From an optimization exercise on the open Yosys and OpenROAD flow, aimed at small area; shortcuts taken in it are not production practice.
The RTL was checked by simulation tests, not by an equivalence proof against the original design.

==> inputs of v11 <==
==> flow/design.v <==
module regfile_mp_dec #(
  parameter int WORDS  = 32,
  parameter int ADDR_W = 5
) (
  input  logic              en_i,
  input  logic [ADDR_W-1:0] addr_i,
  output logic [WORDS-1:0]  dec_o
);
  for (genvar r = 0; r < WORDS; r++) begin : g_dec
    assign dec_o[r] = en_i && (addr_i == ADDR_W'(r));
  end
endmodule
module regfile_mp_dec_n #(
  parameter int WORDS  = 32,
  parameter int ADDR_W = 5
) (
  input  logic              en_i,
  input  logic [ADDR_W-1:0] addr_i,
  output logic [WORDS-1:0]  dec_n_o
);
  for (genvar r = 0; r < WORDS; r++) begin : g_dec
    assign dec_n_o[r] = !(en_i && (addr_i == ADDR_W'(r)));
  end
endmodule
module regfile_mp_nor #(
  parameter int N = 2
) (
  input  logic [N-1:0] a_i,
  output logic         y_o
);
  assign y_o = ~|a_i;
endmodule
module regfile_mp_wbit (
  input  logic s1_i,
  input  logic d1_i,
  input  logic s0_i,
  input  logic d0_i,
  input  logic h_i,
  input  logic q_i,
  output logic d_o
);
  assign d_o = (s1_i & d1_i) | (s0_i & d0_i) | (h_i & q_i);
endmodule
module regfile_mp_aoi3 #(
  parameter int N = 3
) (
  input  logic [N-1:0] sel_i,
  input  logic [N-1:0] d_i,
  output logic         y_n_o
);
  assign y_n_o = ~|(sel_i & d_i);
endmodule
module regfile_mp_aor #(
  parameter int N = 31
) (
  input  logic [N-1:0] sel_i,
  input  logic [N-1:0] d_i,
  output logic         y_o
);
  localparam int G = (N + 2) / 3;
  logic [G-1:0] grp_n;
  for (genvar g = 0; g < G; g++) begin : g_grp
    localparam int LO = 3 * g;
    localparam int NN = (N - LO < 3) ? N - LO : 3;
    regfile_mp_aoi3 #(.N(NN)) u_aoi (
      .sel_i(sel_i[LO +: NN]), .d_i(d_i[LO +: NN]), .y_n_o(grp_n[g]));
  end
  assign y_o = ~&grp_n;
endmodule
module regfile_mp #(
  parameter int WORDS    = 32,
  parameter int BITS     = 32,
  parameter int NUM_RD   = 2,
  parameter int NUM_WR   = 2,
  parameter int BYPASS   = 1,
  parameter int ZERO_REG = 1,
  parameter int ADDR_W   = $clog2(WORDS),
  parameter int LANES    = BITS / 8
) (
  input  logic                     clk,
  input  logic                     rst,
  input  logic [NUM_WR-1:0]        wr_en,
  input  logic [NUM_WR*ADDR_W-1:0] wr_addr,
  input  logic [NUM_WR*BITS-1:0]   wr_data,
  input  logic [NUM_WR*LANES-1:0]  wr_be,
  input  logic [NUM_RD*ADDR_W-1:0] rd_addr,
  output logic [NUM_RD*BITS-1:0]   rd_data,
  output logic [NUM_RD-1:0]        rd_busy,
  input  logic                     sb_set_en,
  input  logic [ADDR_W-1:0]        sb_set_addr,
  output logic [WORDS-1:0]         busy_vec
);
  logic [WORDS-1:0] wdec0_n, wdec1_n, sdec_n;
  regfile_mp_dec_n #(.WORDS(WORDS), .ADDR_W(ADDR_W)) u_wdec0 (
    .en_i(wr_en[0]), .addr_i(wr_addr[0 +: ADDR_W]), .dec_n_o(wdec0_n));
  regfile_mp_dec_n #(.WORDS(WORDS), .ADDR_W(ADDR_W)) u_wdec1 (
    .en_i(wr_en[1]), .addr_i(wr_addr[ADDR_W +: ADDR_W]), .dec_n_o(wdec1_n));
  regfile_mp_dec_n #(.WORDS(WORDS), .ADDR_W(ADDR_W)) u_sdec (
    .en_i(sb_set_en), .addr_i(sb_set_addr), .dec_n_o(sdec_n));
  logic [BITS-1:0] wd0, wd1;
  assign wd0 = wr_data[0 +: BITS];
  assign wd1 = wr_data[BITS +: BITS];
  logic             same_addr;
  logic [LANES-1:0] be0_eff;
  assign same_addr = wr_en[1] && (wr_addr[0 +: ADDR_W] == wr_addr[ADDR_W +: ADDR_W]);
  assign be0_eff   = wr_be[0 +: LANES] & ~({LANES{same_addr}} & wr_be[LANES +: LANES]);
  logic [LANES-1:0] be1_n, be0_n;
  assign be1_n = ~wr_be[LANES +: LANES];
  assign be0_n = ~be0_eff;
  logic [BITS-1:0]  mem_q [1:WORDS-1];
  logic [BITS-1:0]  mem_d [1:WORDS-1];
  logic [WORDS-1:1] vld_q, hit;
  logic [WORDS-1:1] busy_q;
  for (genvar r = 1; r < WORDS; r++) begin : g_reg
    logic vld_n;
    assign hit[r] = ~(wdec0_n[r] & wdec1_n[r]);
    assign vld_n  = ~vld_q[r];
    for (genvar b = 0; b < LANES; b++) begin : g_lane
      logic s1, s0, hold;
      regfile_mp_nor #(.N(2)) u_s1 (.a_i({wdec1_n[r], be1_n[b]}), .y_o(s1));
      regfile_mp_nor #(.N(2)) u_s0 (.a_i({wdec0_n[r], be0_n[b]}), .y_o(s0));
      regfile_mp_nor #(.N(3)) u_h  (.a_i({s1, s0, vld_n}), .y_o(hold));
      for (genvar i = b*8; i < b*8 + 8; i++) begin : g_bit
        regfile_mp_wbit u_wbit (
          .s1_i(s1), .d1_i(wd1[i]),
          .s0_i(s0), .d0_i(wd0[i]),
          .h_i(hold), .q_i(mem_q[r][i]),
          .d_o(mem_d[r][i]));
      end
    end
    always_ff @(posedge clk) begin
      mem_q[r] <= mem_d[r];
    end
    always_ff @(posedge clk or posedge rst) begin
      if (rst) begin
        vld_q[r]  <= 1'b0;
        busy_q[r] <= 1'b0;
      end else begin
        vld_q[r]  <= vld_q[r] | hit[r];
        busy_q[r] <= ~sdec_n[r] | (busy_q[r] & ~hit[r]);
      end
    end
  end
  assign busy_vec = {busy_q, 1'b0};
  for (genvar p = 0; p < NUM_RD; p++) begin : g_rd
    logic [WORDS-1:0] rdec;
    logic [WORDS-1:1] bsy;
    regfile_mp_dec #(.WORDS(WORDS), .ADDR_W(ADDR_W)) u_rdec (
      .en_i(~rst), .addr_i(rd_addr[p*ADDR_W +: ADDR_W]), .dec_o(rdec));
    for (genvar i = 0; i < BITS; i++) begin : g_bit
      logic [WORDS-1:1] col;
      for (genvar r = 1; r < WORDS; r++) begin : g_col
        assign col[r] = mem_d[r][i];
      end
      regfile_mp_aor #(.N(WORDS-1)) u_aor (
        .sel_i(rdec[WORDS-1:1]), .d_i(col), .y_o(rd_data[p*BITS + i]));
    end
    assign bsy = busy_q & ~hit;
    regfile_mp_aor #(.N(WORDS-1)) u_baor (
      .sel_i(rdec[WORDS-1:1]), .d_i(bsy), .y_o(rd_busy[p]));
  end
endmodule
==> flow/flow/run.sh <==
#!/bin/bash
# Own layout flow: the standard ORFS flow, with these changes:
#  - ports buffered with the smallest buffer (buf_1) instead of clkdlybuf4s50_1;
#  - clock tree built from clkbuf_16 (clusters of up to 20 sinks, 90 um across) without dummy loads.
# Everything else (synthesis, floorplan, power grid, placement, routing) is the
# standard flow. Each tool's output stays in its ORFS log under orfs/logs; the
# make output goes to flow_make.log.
set -euo pipefail
bash standard.sh \
  "BUFFER_PORTS_ARGS=-buffer_cell sky130_fd_sc_hd__buf_1" \
  "CTS_ARGS=-sink_clustering_enable -repair_clock_nets -dont_use_dummy_load -buf_list sky130_fd_sc_hd__clkbuf_16 -sink_clustering_size 20 -sink_clustering_max_diameter 90" \
  finish > flow_make.log 2>&1
==> flow/standard.sh <==
#!/bin/bash
# synth_recipe.tcl (not shown) runs the flow's synth.tcl, then flattens the netlist and writes it again
# the make line also repeats each setting of config.mk as NAME=value (left out here)
make -C /OpenROAD-flow-scripts/flow DESIGN_CONFIG=/design/flow/config.mk WORK_HOME=/design/flow/orfs CLKGATE_MAP_FILE= SYNTH_SCRIPT=/design/flow/synth_recipe.tcl "${@:-finish}"
==> flow/config.mk <==
export PLATFORM = sky130hd
export DESIGN_NAME = regfile_mp
export DESIGN_NICKNAME = regfile_mp
export VERILOG_FILES = /design/flow/design.v
export SDC_FILE = /design/flow/constraint.sdc
export NUM_CORES = 4
export LEC_CHECK = 0
export CAP_MARGIN = 5
export CELL_PAD_IN_SITES_DETAIL_PLACEMENT = 1
export CELL_PAD_IN_SITES_GLOBAL_PLACEMENT = 1
export CORE_MARGIN = 2
export CORE_UTILIZATION = 30
export PLACE_DENSITY = 0.6
export SETUP_SLACK_MARGIN = 0.3
export SLEW_MARGIN = 5
export SYNTH_HIERARCHICAL = 1
export SYNTH_MINIMUM_KEEP_SIZE = 0
==> flow/constraint.sdc <==
create_clock -name core_clock -period 8.0 [get_ports {clk}]
set_input_delay 1.6000 -clock core_clock [delete_from_list [all_inputs] [get_ports {clk}]]
set_output_delay 1.6000 -clock core_clock [all_outputs]
set_load 0.01 [all_outputs]
==> v37 (differences from v11) <==
==> flow/flow/run.sh (replaced) <==
#!/bin/bash
# Own layout flow: the standard ORFS flow, with these changes:
#  - ports buffered with the smallest buffer (buf_1) instead of clkdlybuf4s50_1;
#  - clock tree built from clkbuf_8 (clusters of up to 24 sinks) without dummy loads.
# Everything else (synthesis, floorplan, power grid, placement, routing) is the
# standard flow. Each tool's output stays in its ORFS log under orfs/logs; the
# make output goes to flow_make.log.
set -euo pipefail
bash standard.sh \
  "BUFFER_PORTS_ARGS=-buffer_cell sky130_fd_sc_hd__buf_1" \
  "CTS_ARGS=-sink_clustering_enable -repair_clock_nets -dont_use_dummy_load -buf_list sky130_fd_sc_hd__clkbuf_8 -sink_clustering_size 24" \
  finish > flow_make.log 2>&1
CAP_MARGIN = 20   (was 5)
PLACE_DENSITY = 0.5   (was 0.6)
SETUP_SLACK_MARGIN = unset   (was 0.3)
SLEW_MARGIN = 20   (was 5)
==> v2 (differences from v11) <==
==> flow/flow/run.sh (replaced) <==
#!/bin/bash
# Own layout flow: the standard ORFS flow, with these changes:
#  - ports buffered with the smallest buffer (buf_1) instead of clkdlybuf4s50_1;
#  - clock tree built from clkbuf_16 (clusters of up to 24 sinks, 100 um across) without dummy loads.
# Everything else (synthesis, floorplan, power grid, placement, routing) is the
# standard flow. Each tool's output stays in its ORFS log under orfs/logs; the
# make output goes to flow_make.log.
set -euo pipefail
bash standard.sh \
  "BUFFER_PORTS_ARGS=-buffer_cell sky130_fd_sc_hd__buf_1" \
  "CTS_ARGS=-sink_clustering_enable -repair_clock_nets -dont_use_dummy_load -buf_list sky130_fd_sc_hd__clkbuf_16 -sink_clustering_size 24 -sink_clustering_max_diameter 100" \
  finish > flow_make.log 2>&1
CAP_MARGIN = 12   (was 5)
CORE_UTILIZATION = 40   (was 30)
PLACE_DENSITY = 0.55   (was 0.6)
SLEW_MARGIN = 12   (was 5)
==> v17 (differences from v11) <==
--- a/flow/design.v
+++ b/flow/design.v
@@ -11,23 +11,17 @@
   end
 endmodule
-module regfile_mp_dec_n #(
-  parameter int WORDS  = 32,
-  parameter int ADDR_W = 5
-) (
-  input  logic              en_i,
-  input  logic [ADDR_W-1:0] addr_i,
-  output logic [WORDS-1:0]  dec_n_o
+module regfile_mp_bsel (
+  input  logic w1_i,
+  input  logic be1_i,
+  input  logic w0_i,
+  input  logic be0_i,
+  input  logic v_i,
+  output logic s1_o,
+  output logic s0_o,
+  output logic h_o
 );
-  for (genvar r = 0; r < WORDS; r++) begin : g_dec
-    assign dec_n_o[r] = !(en_i && (addr_i == ADDR_W'(r)));
-  end
-endmodule
-module regfile_mp_nor #(
-  parameter int N = 2
-) (
-  input  logic [N-1:0] a_i,
-  output logic         y_o
-);
-  assign y_o = ~|a_i;
+  assign s1_o = w1_i & be1_i;
+  assign s0_o = w0_i & be0_i;
+  assign h_o  = v_i & ~s1_o & ~s0_o;
 endmodule
 module regfile_mp_wbit (
@@ -91,11 +85,11 @@
   output logic [WORDS-1:0]         busy_vec
 );
-  logic [WORDS-1:0] wdec0_n, wdec1_n, sdec_n;
-  regfile_mp_dec_n #(.WORDS(WORDS), .ADDR_W(ADDR_W)) u_wdec0 (
-    .en_i(wr_en[0]), .addr_i(wr_addr[0 +: ADDR_W]), .dec_n_o(wdec0_n));
-  regfile_mp_dec_n #(.WORDS(WORDS), .ADDR_W(ADDR_W)) u_wdec1 (
-    .en_i(wr_en[1]), .addr_i(wr_addr[ADDR_W +: ADDR_W]), .dec_n_o(wdec1_n));
-  regfile_mp_dec_n #(.WORDS(WORDS), .ADDR_W(ADDR_W)) u_sdec (
-    .en_i(sb_set_en), .addr_i(sb_set_addr), .dec_n_o(sdec_n));
+  logic [WORDS-1:0] wdec0, wdec1, sdec;
+  regfile_mp_dec #(.WORDS(WORDS), .ADDR_W(ADDR_W)) u_wdec0 (
+    .en_i(wr_en[0]), .addr_i(wr_addr[0 +: ADDR_W]), .dec_o(wdec0));
+  regfile_mp_dec #(.WORDS(WORDS), .ADDR_W(ADDR_W)) u_wdec1 (
+    .en_i(wr_en[1]), .addr_i(wr_addr[ADDR_W +: ADDR_W]), .dec_o(wdec1));
+  regfile_mp_dec #(.WORDS(WORDS), .ADDR_W(ADDR_W)) u_sdec (
+    .en_i(sb_set_en), .addr_i(sb_set_addr), .dec_o(sdec));
   logic [BITS-1:0] wd0, wd1;
   assign wd0 = wr_data[0 +: BITS];
@@ -105,7 +99,4 @@
   assign same_addr = wr_en[1] && (wr_addr[0 +: ADDR_W] == wr_addr[ADDR_W +: ADDR_W]);
   assign be0_eff   = wr_be[0 +: LANES] & ~({LANES{same_addr}} & wr_be[LANES +: LANES]);
-  logic [LANES-1:0] be1_n, be0_n;
-  assign be1_n = ~wr_be[LANES +: LANES];
-  assign be0_n = ~be0_eff;
   logic [BITS-1:0]  mem_q [1:WORDS-1];
   logic [BITS-1:0]  mem_d [1:WORDS-1];
@@ -113,12 +104,12 @@
   logic [WORDS-1:1] busy_q;
   for (genvar r = 1; r < WORDS; r++) begin : g_reg
-    logic vld_n;
-    assign hit[r] = ~(wdec0_n[r] & wdec1_n[r]);
-    assign vld_n  = ~vld_q[r];
+    assign hit[r] = wdec0[r] | wdec1[r];
     for (genvar b = 0; b < LANES; b++) begin : g_lane
       logic s1, s0, hold;
-      regfile_mp_nor #(.N(2)) u_s1 (.a_i({wdec1_n[r], be1_n[b]}), .y_o(s1));
-      regfile_mp_nor #(.N(2)) u_s0 (.a_i({wdec0_n[r], be0_n[b]}), .y_o(s0));
-      regfile_mp_nor #(.N(3)) u_h  (.a_i({s1, s0, vld_n}), .y_o(hold));
+      regfile_mp_bsel u_bsel (
+        .w1_i(wdec1[r]), .be1_i(wr_be[LANES + b]),
+        .w0_i(wdec0[r]), .be0_i(be0_eff[b]),
+        .v_i(vld_q[r]),
+        .s1_o(s1), .s0_o(s0), .h_o(hold));
       for (genvar i = b*8; i < b*8 + 8; i++) begin : g_bit
         regfile_mp_wbit u_wbit (
@@ -138,5 +129,5 @@
       end else begin
         vld_q[r]  <= vld_q[r] | hit[r];
-        busy_q[r] <= ~sdec_n[r] | (busy_q[r] & ~hit[r]);
+        busy_q[r] <= sdec[r] | (busy_q[r] & ~hit[r]);
       end
     end
==> flow/run.sh (new file) <==
#!/bin/bash
# synth_recipe.tcl (not shown) runs the flow's synth.tcl, then flattens the netlist and writes it again
# the make line also repeats each setting of config.mk as NAME=value (left out here)
make -C /OpenROAD-flow-scripts/flow DESIGN_CONFIG=/design/flow/config.mk WORK_HOME=/design/flow/orfs CLKGATE_MAP_FILE= SYNTH_SCRIPT=/design/flow/synth_recipe.tcl finish
CAP_MARGIN = 20   (was 5)
CELL_PAD_IN_SITES_DETAIL_PLACEMENT = unset   (was 1)
CELL_PAD_IN_SITES_GLOBAL_PLACEMENT = unset   (was 1)
CORE_UTILIZATION = 40   (was 30)
PLACE_DENSITY = unset   (was 0.6)
SETUP_SLACK_MARGIN = unset   (was 0.3)
SLEW_MARGIN = 20   (was 5)
removed: flow/flow/run.sh
removed: flow/standard.sh
==> impl_metrics.env <==
export IMPL_pg_clk_mw=5.93
export IMPL_violations="negative setup slack"
export IMPL_pwr_share_clk_pct=43.4
export IMPL_setup_violations=2
export IMPL_layout_setup_ws_ps=-23.0
export IMPL_dp_cells=6967
export IMPL_buffer_area_share_pct=8.81
export IMPL_powerDensity_nw_per_um2=223
export IMPL_status="finished with violations"
[end of results for v17]
==> impl_metrics.env <==
export IMPL_layout_setup_ws_ps=-6.59
export IMPL_setup_violations=1
export IMPL_status="finished with violations"
export IMPL_violations="negative setup slack"
[end of results for v37]
==> impl_metrics.env <==
export IMPL_pwr_share_clk_pct=23.6
export IMPL_buffer_area_share_pct=5.65
export IMPL_status="no timing/DRC/antenna violations"
export IMPL_dp_cells=6792
export IMPL_layout_setup_ws_ps=158
export IMPL_setup_violations=0
export IMPL_pg_clk_mw=3.02
export IMPL_powerDensity_nw_per_um2=234
[end of results for v2]
==> impl_metrics.env <==
export IMPL_layout_setup_ws_ps=170
export IMPL_cap_violations=1
export IMPL_setup_violations=0
export IMPL_dp_cells=7302
export IMPL_powerDensity_nw_per_um2=237
export IMPL_violations="max-capacitance violations"
export IMPL_status="finished with violations"
export IMPL_pwr_share_clk_pct=24.9
export IMPL_buffer_area_share_pct=5.27
[end of results for v11]

static timing again, ports no longer ideal:
How much do the figures lean on ideal ports? The routed layouts below were timed once more, with nothing changed but the port constraints. Step 1, drivers: a clkbuf_16 drives clk and a buf_2 each remaining input, both assumed. Step 2 moves the port delays by t, midway between the first and last clock arrival at a register: inputs arrive t later, outputs are due t later. That takes back most of the time a late clock gives input paths. Three values: ideal ports, drivers, drivers and shift; two values: the first two.
| run | shift t [ns] | slack for setup (ns) | worst hold slack (ns) |
|---|---|---|---|
| v11 | 0.816 | 0.170 / 0.073 / 0.073 | 0.497 / 0.497 / 0.497 |
| v37 | 1.022 | -0.007 / -0.040 / -0.040 | 0.491 / 0.491 / 0.491 |
| v2 | 0.780 | 0.158 / 0.068 / 0.068 | 0.504 / 0.504 / 0.504 |
| v17 | 0.822 | -0.023 / -0.076 / -0.076 | 0.494 / 0.494 / 0.494 |
The setup slack of v11, which loses most, moves by -0.097 ns with the drivers and by -0.097 ns with both steps.
